Background: an optimization exercise with open tools, aiming at small area and a short achievable clock period. Do not read the settings as production practice.
No run shown here included a check of the RTL's function; only the layout flow was run.
Power and IR drop assume default switching activity.

==> design.v <==
package nlb_pkg;
  typedef enum logic [2:0]
  {
    LPBK1 = 3'd0,
    READ  = 3'd1,
    WRITE = 3'd2,
    TRPUT = 3'd3
  } nlb_mode_e;
  typedef struct packed
  {
    logic [64-4:0] rsvd;
    logic force_cmp;
    logic start;
    logic test_rst_n;
  } nlb_ctl_t;
  typedef struct packed
  {
    logic [64-6:0] rsvd_hi;
    nlb_mode_e mode;
    logic [1:0] rsvd_lo;
  } nlb_cfg_t;
  typedef union packed
  {
    logic [64-1:0] raw;
    nlb_ctl_t ctl;
    nlb_cfg_t cfg;
  } nlb_csr_word_u;
endpackage
`timescale 1ns/1ps
module nlb_lpbk
(
  input  logic                    Clk_400,
  input  logic                    rst_n,
  input  logic                    mmio_wr_valid,
  input  logic                    mmio_rd_valid,
  input  logic [16-1:0] mmio_addr,
  input  logic [16-1:0]   mmio_tid,
  input  logic [64-1:0] mmio_wdata,
  output logic                    mmio_rsp_valid,
  output logic [16-1:0]   mmio_rsp_tid,
  output logic [64-1:0] mmio_rsp_data,
  output logic                    rd_req_valid,
  output logic [42-1:0]  rd_req_addr,
  output logic [16-1:0]   rd_req_tid,
  input  logic                    rd_almfull,
  input  logic                    rd_rsp_valid,
  input  logic [16-1:0]   rd_rsp_tid,
  input  logic [512-1:0]  rd_rsp_data,
  output logic                    wr_req_valid,
  output logic [42-1:0]  wr_req_addr,
  output logic [16-1:0]   wr_req_tid,
  output logic [512-1:0]  wr_req_data,
  input  logic                    wr_almfull,
  input  logic                    wr_rsp_valid,
  input  logic [16-1:0]   wr_rsp_tid
);
  logic [64-1:0] scratch;
  logic [64-1:0] src_reg;
  logic [64-1:0] dst_reg;
  logic [32-1:0]   num_lines;
  logic [64-1:0] ctl;
  logic [64-1:0] ctl_nx;
  logic [64-1:0] cfg;
  logic [64-1:0] rd_data;
  logic run;
  logic run_nx;
  logic cfg_wr_en;
  assign run    = ctl[0] & ctl[1];
  assign ctl_nx = !rst_n ? '0
                : (mmio_wr_valid && mmio_addr == 16'h0138) ? mmio_wdata : ctl;
  assign run_nx = ctl_nx[0] & ctl_nx[1];
  assign cfg_wr_en = mmio_wr_valid & ~run;
  always_ff @(posedge Clk_400)
  begin
    ctl <= ctl_nx;
    if (!rst_n)
    begin
      src_reg   <= '0;
      dst_reg   <= '0;
      num_lines <= '0;
      cfg       <= '0;
    end
    else if (cfg_wr_en)
    begin
      case (mmio_addr)
        16'h0120:  src_reg   <= mmio_wdata;
        16'h0128:  dst_reg   <= mmio_wdata;
        16'h0130: num_lines <= mmio_wdata[32-1:0];
        16'h0140:       cfg       <= mmio_wdata;
        default:            ;
      endcase
    end
  end
  always_ff @(posedge Clk_400)
  begin
    if (cfg_wr_en && mmio_addr == 16'h0100)
      scratch <= mmio_wdata;
  end
  logic m_copy;    
  logic m_pat;     
  logic m_rd;      
  logic m_wr;      
  logic need_r;    
  logic [2:0] mode_nx;
  assign mode_nx = !rst_n ? 3'd0
                 : (cfg_wr_en && mmio_addr == 16'h0140) ? mmio_wdata[4:2] : cfg[4:2];
  always_ff @(posedge Clk_400)
  begin
    m_copy <= (mode_nx == 3'd0);
    m_pat  <= (mode_nx[2:1] == 2'b01);
    m_rd   <= (mode_nx != 3'd2);
    m_wr   <= (mode_nx == 3'd0) | (mode_nx[2:1] == 2'b01);
    need_r <= (mode_nx != 3'd0) & (mode_nx != 3'd2);
  end
  logic run_q;       
  logic going;       
  logic going_nx;
  logic done_q;
  logic done_nx;
  logic test_done;
  logic td_nx;
  logic all_done;
  logic [63:0] num_clocks;
  logic [32-1:0] num_reads;
  logic [32-1:0] num_writes;
  assign all_done = (~m_wr | (num_writes == num_lines))
                  & (~need_r | (num_reads == num_lines));
  assign done_nx  = rst_n & run & (done_q | all_done);
  assign going_nx = run_nx & run;
  assign td_nx    = done_nx | (going_nx & ctl_nx[2]);
  always_ff @(posedge Clk_400)
  begin
    run_q     <= rst_n & run;
    going     <= going_nx;
    done_q    <= done_nx;
    test_done <= td_nx;
    if (!rst_n || !run)
      num_clocks <= '0;
    else if (!test_done)
      num_clocks <= num_clocks + 64'd1;
  end
  logic [32-1:0]  line_idx;
  logic [32-1:0]  line_inc;
  logic [42-1:0] rd_addr_q;
  logic [42-1:0] rd_addr_inc;
  logic [2:0]             pend;
  logic [2:0]             pend_nx;
  logic                   rd_more;
  logic                   rd_more_nx;
  logic                   lines_nz;
  logic                   rd_can;
  assign rd_req_valid = rd_can & ~rd_almfull & ~(m_copy & wr_almfull);
  assign rd_req_addr  = rd_addr_q;
  assign rd_req_tid   = line_idx[16-1:0];
  assign lines_nz    = (num_lines != '0);
  assign line_inc    = line_idx + 1'b1;
  assign rd_addr_inc = rd_addr_q + 1'b1;
  always_comb
  begin
    if (!run_q)
    begin
      rd_more_nx = lines_nz;
      pend_nx    = 3'd0;
    end
    else
    begin
      rd_more_nx = rd_req_valid ? (line_inc != num_lines) : rd_more;
      if (rd_req_valid && !rd_rsp_valid)
        pend_nx = pend + 3'd1;
      else if (!rd_req_valid && rd_rsp_valid)
        pend_nx = pend - 3'd1;
      else
        pend_nx = pend;
    end
  end
  always_ff @(posedge Clk_400)
  begin
    rd_more <= rd_more_nx;
    pend    <= pend_nx;
    rd_can  <= going_nx & m_rd & ~td_nx & rd_more_nx & (pend_nx != 3'd7);
    if (!run_q)
    begin
      line_idx  <= '0;
      rd_addr_q <= src_reg[42-1:0];
    end
    else if (rd_req_valid)
    begin
      line_idx  <= line_inc;
      rd_addr_q <= rd_addr_inc;
    end
  end
  always_ff @(posedge Clk_400)
  begin
    if (!rst_n || !(going && m_rd))
      num_reads <= '0;
    else if (rd_rsp_valid && !test_done)
      num_reads <= num_reads + 1'b1;
  end
  logic [16-1:0]  wr_tid_q;
  logic [42-1:0] wr_addr_q;
  logic [42-1:0] wr_addr_inc;
  logic [512-1:0] wr_data_q;
  logic                   wr_more;
  logic                   wr_more_nx;
  logic                   copy_issue;
  logic                   pat_can;
  logic                   pat_issue;
  logic [32-1:0]  pat_idx;
  logic [32-1:0]  pat_inc;
  logic [32-1:0]  pat_nx;
  assign pat_idx   = wr_data_q[32-1:0];
  assign pat_issue = pat_can & ~wr_almfull;
  assign wr_req_valid = copy_issue | pat_issue;
  assign wr_req_addr  = wr_addr_q;
  assign wr_req_tid   = wr_tid_q;
  assign wr_req_data  = wr_data_q;
  assign pat_inc     = pat_idx + 1'b1;
  assign wr_addr_inc = wr_addr_q + 1'b1;
  logic [4:0][16-1:0] ks_g;
  logic [4:0][16-1:0] ks_p;
  logic [16-1:0] wr_lo_sum;
  logic [42-16-1:0] dst_hi_inc;
  assign ks_g[0] = dst_reg[16-1:0] & rd_rsp_tid;
  assign ks_p[0] = dst_reg[16-1:0] ^ rd_rsp_tid;
  for (genvar l = 0; l < 4; l++)
  begin : g_ks
    for (genvar i = 0; i < 16; i++)
    begin : g_bit
      if (i >= (1 << l))
      begin : g_merge
        assign ks_g[l+1][i] = ks_g[l][i] | (ks_p[l][i] & ks_g[l][i-(1<<l)]);
        assign ks_p[l+1][i] = ks_p[l][i] & ks_p[l][i-(1<<l)];
      end
      else
      begin : g_pass
        assign ks_g[l+1][i] = ks_g[l][i];
        assign ks_p[l+1][i] = ks_p[l][i];
      end
    end
  end
  assign wr_lo_sum  = ks_p[0] ^ {ks_g[4][16-2:0], 1'b0};
  assign dst_hi_inc = dst_reg[42-1:16] + 1'b1;
  assign pat_nx      = !run_q ? '0 : pat_issue ? pat_inc : pat_idx;
  assign wr_more_nx  = !run_q ? lines_nz : pat_issue ? (pat_inc != num_lines) : wr_more;
  always_ff @(posedge Clk_400)
  begin
    copy_issue <= rd_rsp_valid & run & run_nx & m_copy & ~td_nx;
    pat_can    <= going_nx & m_pat & ~td_nx & wr_more_nx;
    wr_more    <= wr_more_nx;
    if (m_copy)
    begin
      wr_tid_q  <= rd_rsp_tid;
      wr_data_q <= rd_rsp_data;
      wr_addr_q <= {ks_g[4][16-1] ? dst_hi_inc : dst_reg[42-1:16],
                    wr_lo_sum};
    end
    else
    begin
      wr_tid_q  <= pat_nx[16-1:0];
      wr_data_q <= {(512/32){pat_nx}};
      if (!run_q)
        wr_addr_q <= dst_reg[42-1:0];
      else if (pat_issue)
        wr_addr_q <= wr_addr_inc;
    end
  end
  always_ff @(posedge Clk_400)
  begin
    if (!rst_n || !(going && m_wr))
      num_writes <= '0;
    else if (wr_rsp_valid && !test_done)
      num_writes <= num_writes + 1'b1;
  end
  always_comb
  begin
    case (mmio_addr)
      16'h0000:       rd_data = 64'h1000_0100_0000_0001;
      16'h0100:   rd_data = scratch;
      16'h0120:  rd_data = src_reg;
      16'h0128:  rd_data = dst_reg;
      16'h0130: rd_data = {{(64-32){1'b0}}, num_lines};
      16'h0138:       rd_data = ctl;
      16'h0140:       rd_data = cfg;
      16'h0160:    rd_data = {{(64-1){1'b0}}, test_done};
      16'h0168:    rd_data = {num_writes, num_reads};
      16'h0170:    rd_data = num_clocks;
      default:            rd_data = '0;
    endcase
  end
  always_ff @(posedge Clk_400)
  begin
    mmio_rsp_valid <= rst_n & mmio_rd_valid;
    mmio_rsp_tid   <= mmio_tid;
    mmio_rsp_data  <= rd_data;
  end
endmodule
==> flow/run.sh <==
#!/bin/bash
# Standard ORFS layout, with plain buf_1 cells as the port buffers and a
# clock tree of larger sink clusters without dummy loads.
set -euo pipefail
export BUFFER_PORTS_ARGS="-buffer_cell sky130_fd_sc_hd__buf_1"
export CTS_ARGS="-sink_clustering_enable -repair_clock_nets -dont_use_dummy_load -sink_clustering_size 20 -sink_clustering_max_diameter 120 -buf_list {sky130_fd_sc_hd__clkbuf_16}"
bash standard.sh finish > run_standard.log 2>&1
==> standard.sh <==
#!/bin/bash
# synth_recipe.tcl (not shown) runs the flow's synth.tcl, then flattens the netlist and writes it again
# the make line also repeats each setting of config.mk as NAME=value (left out here)
make -C /OpenROAD-flow-scripts/flow DESIGN_CONFIG=/design/flow/config.mk WORK_HOME=/design/flow/orfs CLKGATE_MAP_FILE= SYNTH_SCRIPT=/design/flow/synth_recipe.tcl "${@:-finish}"
==> config.mk <==
export PLATFORM = sky130hd
export DESIGN_NAME = nlb_lpbk
export DESIGN_NICKNAME = nlb_lpbk
export VERILOG_FILES = /design/flow/design.v
export SDC_FILE = /design/flow/constraint.sdc
export NUM_CORES = 4
export LEC_CHECK = 0
export CAP_MARGIN = 20
export CORE_AREA = 10 10 490 490
export DIE_AREA = 0 0 500 500
export PLACE_DENSITY = 0.75
export SETUP_SLACK_MARGIN = 3.45
export SLEW_MARGIN = 20
==> constraint.sdc <==
create_clock -name core_clock -period 6.0 [get_ports {Clk_400}]
set_input_delay 1.2000 -clock core_clock [delete_from_list [all_inputs] [get_ports {Clk_400}]]
set_output_delay 1.2000 -clock core_clock [all_outputs]
set_load 0.01 [all_outputs]
==> summary.txt, run 1 <==
- Required @ worst endpoint: 4800 ps
- Row cnt: 176
- Final worst slack: 3030 ps
- Synthesized area per cell: 9.14 um2
- IO Pins: 1359
- R2R Path End: pat_can
- DR vias: 52397
- Clk slew on worst S/H paths: 80 ps
- Fmax achieved: 337 MHz
- Final design area excluding fillers: 0.0690 mm2
- Buf+Inv Stages, Crit Path: 4
- Critical path type: primary input to output pin
- Drt wl/cell: 42.6 um
- Status: timing/DRC/antenna clean
- Final hold violations: 0
- Power per cell area: 226 mW/mm2
- Normalized max-slew margin: 39.0%
- PortBufs: 1342
- Die extent in y: 500 um
- GP Congestion: 1.20
- Clock tree from TritonCTS: done
- Worst Skew: 74.1 ps
- Layout Utilization: 30.0%
- Setup WS pre-CTS: 1760 ps
- Clock tree buffer depth: 3
- DR DRC count: 0
- Finished Layout Cells: 10072
- Via density: 5.20
- Core area: 0.230 mm2
- Reg2reg path depth: 8
- Largest Register: wr_data_q
- Pwr Total: 15.6 mW
- Tot GR Track Use: 31.7%
- Htree depth: 3
- Post-Route WL: 429000 um
- Worst skew pair latency: 760 ps
- Period utilization: 49.5%
- RSZ-0062 raised after global routing: true
- CP Cell Sequence: buf_1 -> nand3b_1 -> buf_6 -> inv_12 -> buf_8
- DR iter-0 viols: 7393
- Leak: 28.2 nW
- Initial antenna violation count: 253
- Drt first pass iters: 10
- Vias in the first global route: 46385
- Final worst path period need: 2970 ps
- Area post-placement: 0.0584 mm2
- CP top delay family: buffers and inverters
- Max Slew Vio Count: 0
- Post-synthesis cell area: 0.0496 mm2
- Max Cap Viol: 0
- CP startpoint: rd_almfull
- Number of flops mapped to enable cells by yosys: 148
- P&R area growth vs syn: 39.1%
- First-pass GRT wire length: 516000 um
- Distinct cells, synth: 73
- Critical path endpoint category: output pin
- Ys Warns: 1
- VDD IR-drop max: 0.000287 V
- Post-synthesis register bit count: 1222
- Worst-path maximum fanout: 2
- Largest net degree at the start of global routing: 156
- Critical path arrival: 1770 ps
- CTS sink count: 1222
- Die width: 500 um
- Register area: 0.0263 mm2
- Placed Cells: 9513
- Number of nets in the final layout: 7618
- Async S/R FF share, synth: 0%
- Crit-path max cell delay: 160 ps
- Post-DP HPWL: 337000 um
- Root Buffer: clkbuf_16
- Fillers: 24188
- Post-DRT Antenna Nets: 0
- HP Class: flop to flop
- Syn_nets: 6099
- CTS buffer count: 75
- Initial Utilization: 21.6%
- Total grt overflow: 0
- Setup tns final: 0 ps
- Layout cell share with drive strength beyond 1: 23.2%
- Die area: 0.250 mm2
- Final setup violation count: 0
- Multi-input gate area in the final layout: 0.0242 mm2
- R2R Setup Slk: 3110 ps
- CP max-delay cell: nand3b_1
- Crit path to: rd_req_valid
- CP Depth: 5
- Cts-stage hold buffer count: 0
- Max reg flops: 512
- Hold_ws: 453 ps
- Cell count after synthesis: 5424
- R2r startpoint: num_lines[2]
- Startpoint types: primary input
- Seq/Total Area, Yosys: 52.4%
- Least-Margin Pin Slew: 915 ps
- Main synth FF type: dfxtp_1
-- logic make-up after synthesis --
group,synth area share [%]
simple gates,19.7
flops,52.4
compound gates,16.1
buf+inv,3.53
xor+xnor,6.66
mux,1.00
fa+ha+maj,0.737
-- area by class of cell --
type	instances	share of cell area [%]
Tap cell	3026	5.49
Clock buffer	75	2.72
Antenna cell	105	0.381
Sequential cell	1222	38.1
Multi-Input combinational cell	3783	35.1
Inverter	46	0.279
Timing Repair Buffer	1815	17.9
-- cell usage after synthesis (6+ instances only) --
cell type / instances / area share, %
or2_2: 6 / 0.076
o21ai_0: 80 / 0.81
nand2_1: 1302 / 9.9
a21o_1: 274 / 4.2
buf_1: 11 / 0.083
a21oi_1: 107 / 1.1
xor2_1: 227 / 4.0
nand4_1: 90 / 1.1
a222oi_1: 30 / 0.61
a22o_1: 36 / 0.64
dfxtp_1: 1074 / 43
and3_1: 60 / 0.76
xnor2_1: 150 / 2.7
o21a_1: 7 / 0.11
a221oi_1: 7 / 0.12
nor2_1: 297 / 2.2
a22oi_1: 157 / 2.4
and4_1: 32 / 0.57
inv_1: 46 / 0.35
or4_1: 12 / 0.18
buf_2: 21 / 0.21
ha_1: 26 / 0.66
nand2b_1: 21 / 0.27
a211oi_1: 28 / 0.42
nor4_1: 45 / 0.57
and2_1: 21 / 0.27
o211ai_1: 18 / 0.27
mux2i_1: 9 / 0.18
clkbuf_1: 338 / 2.6
nand3_1: 186 / 1.9
mux2_2: 36 / 0.82
a311oi_1: 12 / 0.21
nor2b_1: 9 / 0.11
or3_1: 42 / 0.53
nor3b_1: 7 / 0.11
a21boi_0: 287 / 4.3
edfxtp_1: 148 / 9.0
buf_4: 19 / 0.29
a31oi_1: 11 / 0.14
nor3_1: 62 / 0.63
-- what timing repair did --
| action | CTS | global route |
|---|---|---|
| gates cloned | 14 | 25 |
| buffers inserted | 247 | 93 |
| endpoints found under the setup margin | 1542 | 626 |
| pin swaps | 93 | 111 |
| gates resized for setup | 1696 | 303 |
-- power by group --
part / internal [mW] / switching, mW
logic: 0.531 / 1.14
clock network: 2.23 / 3.11
registers: 8.43 / 0.112
-- worst min-delay path: stages, from the launching register on --
cell and delay (ps):
dfxtp_1 320, nand2_1 50, a21boi_1 50
-- metal layers --
layer	vias to the layer above	part of all wire [%]	track usage (%)
met3	1156	16	20.0
met5	-	0.10	0
li1	21704	-	-
met4	56	11	26.2
met1	25241	32	31.8
met2	4240	41	46.2
-- placed cells by master (no fill, tap or decap), types with 90 or more instances in the layout --
cell type     n
a21boi_1    271
a21o_1      272
a21oi_1      94
a22oi_1     126
buf_1       782
buf_2       134
buf_4       566
buf_6       216
dfxtp_1     963
diode_2     105
edfxtp_1    148
nand2_1    1242
nand3_1     171
nand4_1      90
nor2_1      263
xnor2_1     146
xor2_1      225
-- how the worst min path moves through the flow --
| stage | cells past startpoint | startpoint | end | slack, ps |
|---|---|---|---|---|
| after floorplan | 2 | ctl[40] | ctl[40] | 440 |
| after CTS | 2 | ctl[5] | ctl[5] | 460 |
| final | 2 | ctl[46] | ctl[46] | 450 |
| after global routing | 2 | ctl[29] | ctl[29] | 470 |
| after global placement | 2 | ctl[5] | ctl[5] | 440 |
| after detailed placement | 2 | ctl[5] | ctl[5] | 450 |
==> run 2: changes to the inputs <==
--- a/config.mk
+++ b/config.mk
@@ -9,5 +9,5 @@
 export CORE_AREA = 10 10 490 490
 export DIE_AREA = 0 0 500 500
 export PLACE_DENSITY = 0.75
-export SETUP_SLACK_MARGIN = 3.45
+export SETUP_SLACK_MARGIN = 3.3
 export SLEW_MARGIN = 20
==> summary.txt, run 2 <==
- Top cell type's share of synthesized area: 43.4%
- Seq/Total Area, Yosys: 52.4%
- Die extent in y: 500 um
- Synthesized area per cell: 9.14 um2
- CTS buffer count: 75
- Max reg flops: 512
- Drt first pass iters: 6
- GP Congestion: 1.10
- Gate power share: 9.7%
- Final setup violation count: 0
- Async S/R FF share, synth: 0%
- Via density: 5.07
- Sequential fraction of design power: 55.8%
- Switching Share: 27.9%
- HP Class: flop to flop
- Register area: 0.0262 mm2
- Layout cell share with drive strength beyond 1: 15.5%
- Clock tree from TritonCTS: done
- Initial Utilization: 21.6%
- Root Buffer: clkbuf_16
- Period utilization: 50.0%
- PortBufs: 1342
- Worst skew pair latency: 750 ps
- Htree depth: 3
- Multi-input gate area in the final layout: 0.0234 mm2
- Max Cap Viol: 0
- Biggest area consumer among synthesized cells: dfxtp_1
- Row cnt: 176
- VDD IR-drop max: 0.000189 V
- CP Cell Sequence: buf_1 -> ha_1 -> nor2_1 -> nor3_2 -> inv_1 -> a211oi_4 -> o21ai_4 -> buf_12 -> nor4_4 -> buf_4 -> and3_4 -> a211oi_2
- Buf+Inv Stages, Crit Path: 4
- Switch Pwr: 4.29 mW
- P&R area growth vs syn: 29.3%
- Most frequent cells in the layout: nand2_1, dfxtp_1, buf_1
- Largest net degree at the start of global routing: 116
- Count leader, synth: nand2_1
- Post-synthesis register bit count: 1222
- Fillers: 24783
- Ys Warns: 1
- Top cells by area, synth: dfxtp_1, nand2_1, edfxtp_1
- Vias in the first global route: 44502
- Fmax achieved: 333 MHz
- Most common cell after layout, fill and taps aside: nand2_1
- Worst Skew: 86.7 ps
- Cell count after synthesis: 5424
- Total grt overflow: 0
- Status: timing/DRC/antenna clean
- Setup tns final: 0 ps
- RSZ-0062 raised after global routing: true
- Number of flops mapped to enable cells by yosys: 148
- Post-Route WL: 414000 um
- Die width: 500 um
- Drt wl/cell: 41.9 um
- Clock tree buffer depth: 3
- Tot GR Track Use: 31.0%
- CP top delay family: simple AND/OR/NAND/NOR gates
- Critical path type: primary input to flop
- P_int: 11.1 mW
- Leak: 25.6 nW
- CP max-delay cell: ha_1
- Hold_ws: 457 ps
- Core area: 0.230 mm2
- Power per cell area: 240 mW/mm2
- DR DRC count: 0
- IO Pins: 1359
- Syn_nets: 6099
- First-pass GRT wire length: 503000 um
- Startpoint types: primary input
- Clock share of power: 34.6%
- Required @ worst endpoint: 6500 ps
- Final worst path period need: 3000 ps
- Critical path arrival: 3500 ps
- Least-Margin Pin Slew: 1010 ps
- Clk slew on worst S/H paths: 90 ps
- Post-synth top cells: nand2_1, dfxtp_1, clkbuf_1
- Die area: 0.250 mm2
- Initial antenna violation count: 218
- Post-DP HPWL: 335000 um
- Distinct cells, synth: 73
- Worst-path maximum fanout: 6
- Largest Register: wr_data_q
- DR vias: 50046
- DR iter-0 viols: 6832
- Main synth FF type: dfxtp_1
- Max Slew Vio Count: 0
- Critical path endpoint category: flop
- CTS sink count: 1222
- Post-synthesis cell area: 0.0496 mm2
- Final hold violations: 0
- Crit-path max cell delay: 370 ps
- Normalized max-slew margin: 32.6%
- Number of nets in the final layout: 7407
- Post-DRT Antenna Nets: 0
==> run 2: cells by family after synthesis <==
group | synth area share [%]
DFF | 52.4
AOI/OAI and AO/OA | 16.1
and+or+nand+nor | 19.7
buffers and inverters | 3.53
muxes | 1.00
xor gates and xnor gates | 6.66
adders and majority gates | 0.737
==> run 2: repair_timing <==
| action | 4_1_cts | 5_1_grt |
|---|---|---|
| hold buffers | 0 | 0 |
| pin swaps | 67 | 51 |
| cloned | 9 | 6 |
| hold endpoints to repair | 0 | 0 |
| resized for setup | 926 | 135 |
| buffers inserted | 111 | 55 |
| setup endpoints to repair | 1337 | 440 |
==> run 2: worst paths after layout <==
kind	start	to	slack, ps	cells past startpoint
max	rd_rsp_tid[15]	wr_addr_q[38]	3000	12
min	ctl[53]	ctl[53]	460	2
max reg2reg	dst_reg[12]	wr_addr_q[38]	3050	11
min reg2reg	ctl[53]	ctl[53]	460	2
==> run 2: final cells by class <==
cell class	count	area share (%)
antenna	124	0.484
multi-input combinational	3777	36.6
timing repair buffer	1610	13.0
tap	3026	5.91
clock buffer	75	2.93
sequential	1222	40.8
inverter	46	0.295
==> run 2: metal layers <==
metal	track usage (%)	wire length, um
met5	0	292
met4	25.6	42000
met1	32.8	137000
met2	45.9	175000
met3	16.0	59600
==> run 2: through the flow <==
step | total power, mW | cell area [um2] | utilization, % | setup WS, ps | cells
floorplan | 9.11 | 50200 | - | 2540 | 5424
finish | 15.4 | 64100 | 27.9 | 3000 | 9880
global route | 15.7 | 63900 | 27.8 | 2960 | 9831
global placement | 10.1 | 58100 | 25.3 | 1810 | 9500
CTS | 15.4 | 62700 | 27.3 | 3030 | 9695
detailed placement | 10.1 | 58100 | 25.3 | 1740 | 9500
==> run 2: power groups by stage <==
stage	clock, mW	combinational [mW]	sequential, mW
after CTS	5.38	1.44	8.57
after global placement	0	1.38	8.76
after global routing	5.60	1.51	8.58
final	5.31	1.48	8.57
after detailed placement	0	1.36	8.76
after floorplan	0	0.297	8.81
==> run 2: worst reg2reg max path, delay by kind of cell, from the launching register on <==
family                   cells  cell delay [ps]
AND/OR/NAND/NOR              4              770
flip-flops                   1              680
AO/OA/AOI/OAI                3              550
buffers and inverters        3              500
adder cells (fa/ha/maj)      1              240

-- afterwards: timing with drivers on the ports --
The flow's constraints put no driver on any port. The routed layouts listed below were extracted and timed again, unchanged, in two steps.
Step 1 (the two cells are an assumption about what drives the block):
set clk [get_ports {Clk_400}]
set_driving_cell -lib_cell sky130_fd_sc_hd__clkbuf_16 $clk
set_driving_cell -lib_cell sky130_fd_sc_hd__buf_2 [delete_from_list [all_inputs] $clk]
Step 2 also shifts input and output timing later by t, the mid clock arrival at the registers, as if the neighbouring blocks saw the same clock.
a / b / c = ideal ports / drivers / drivers and shift; a / b = the first two.
run	t, ns	setup WS [ns]	worst setup path at the end	slew at the worst register clock pin (ns)	pins driven straight from the clock port
run 1	0.797	3.033 / 2.888 / 2.321	input to register	0.11 / 0.11	1
run 2	0.795	3.000 / 2.928 / 2.229	input to register	0.10 / 0.10	1
After both steps every run listed still meets setup and hold. For run 2, which loses most, drivers alone change the setup slack by -0.072 ns; drivers and shift together by -0.771 ns.
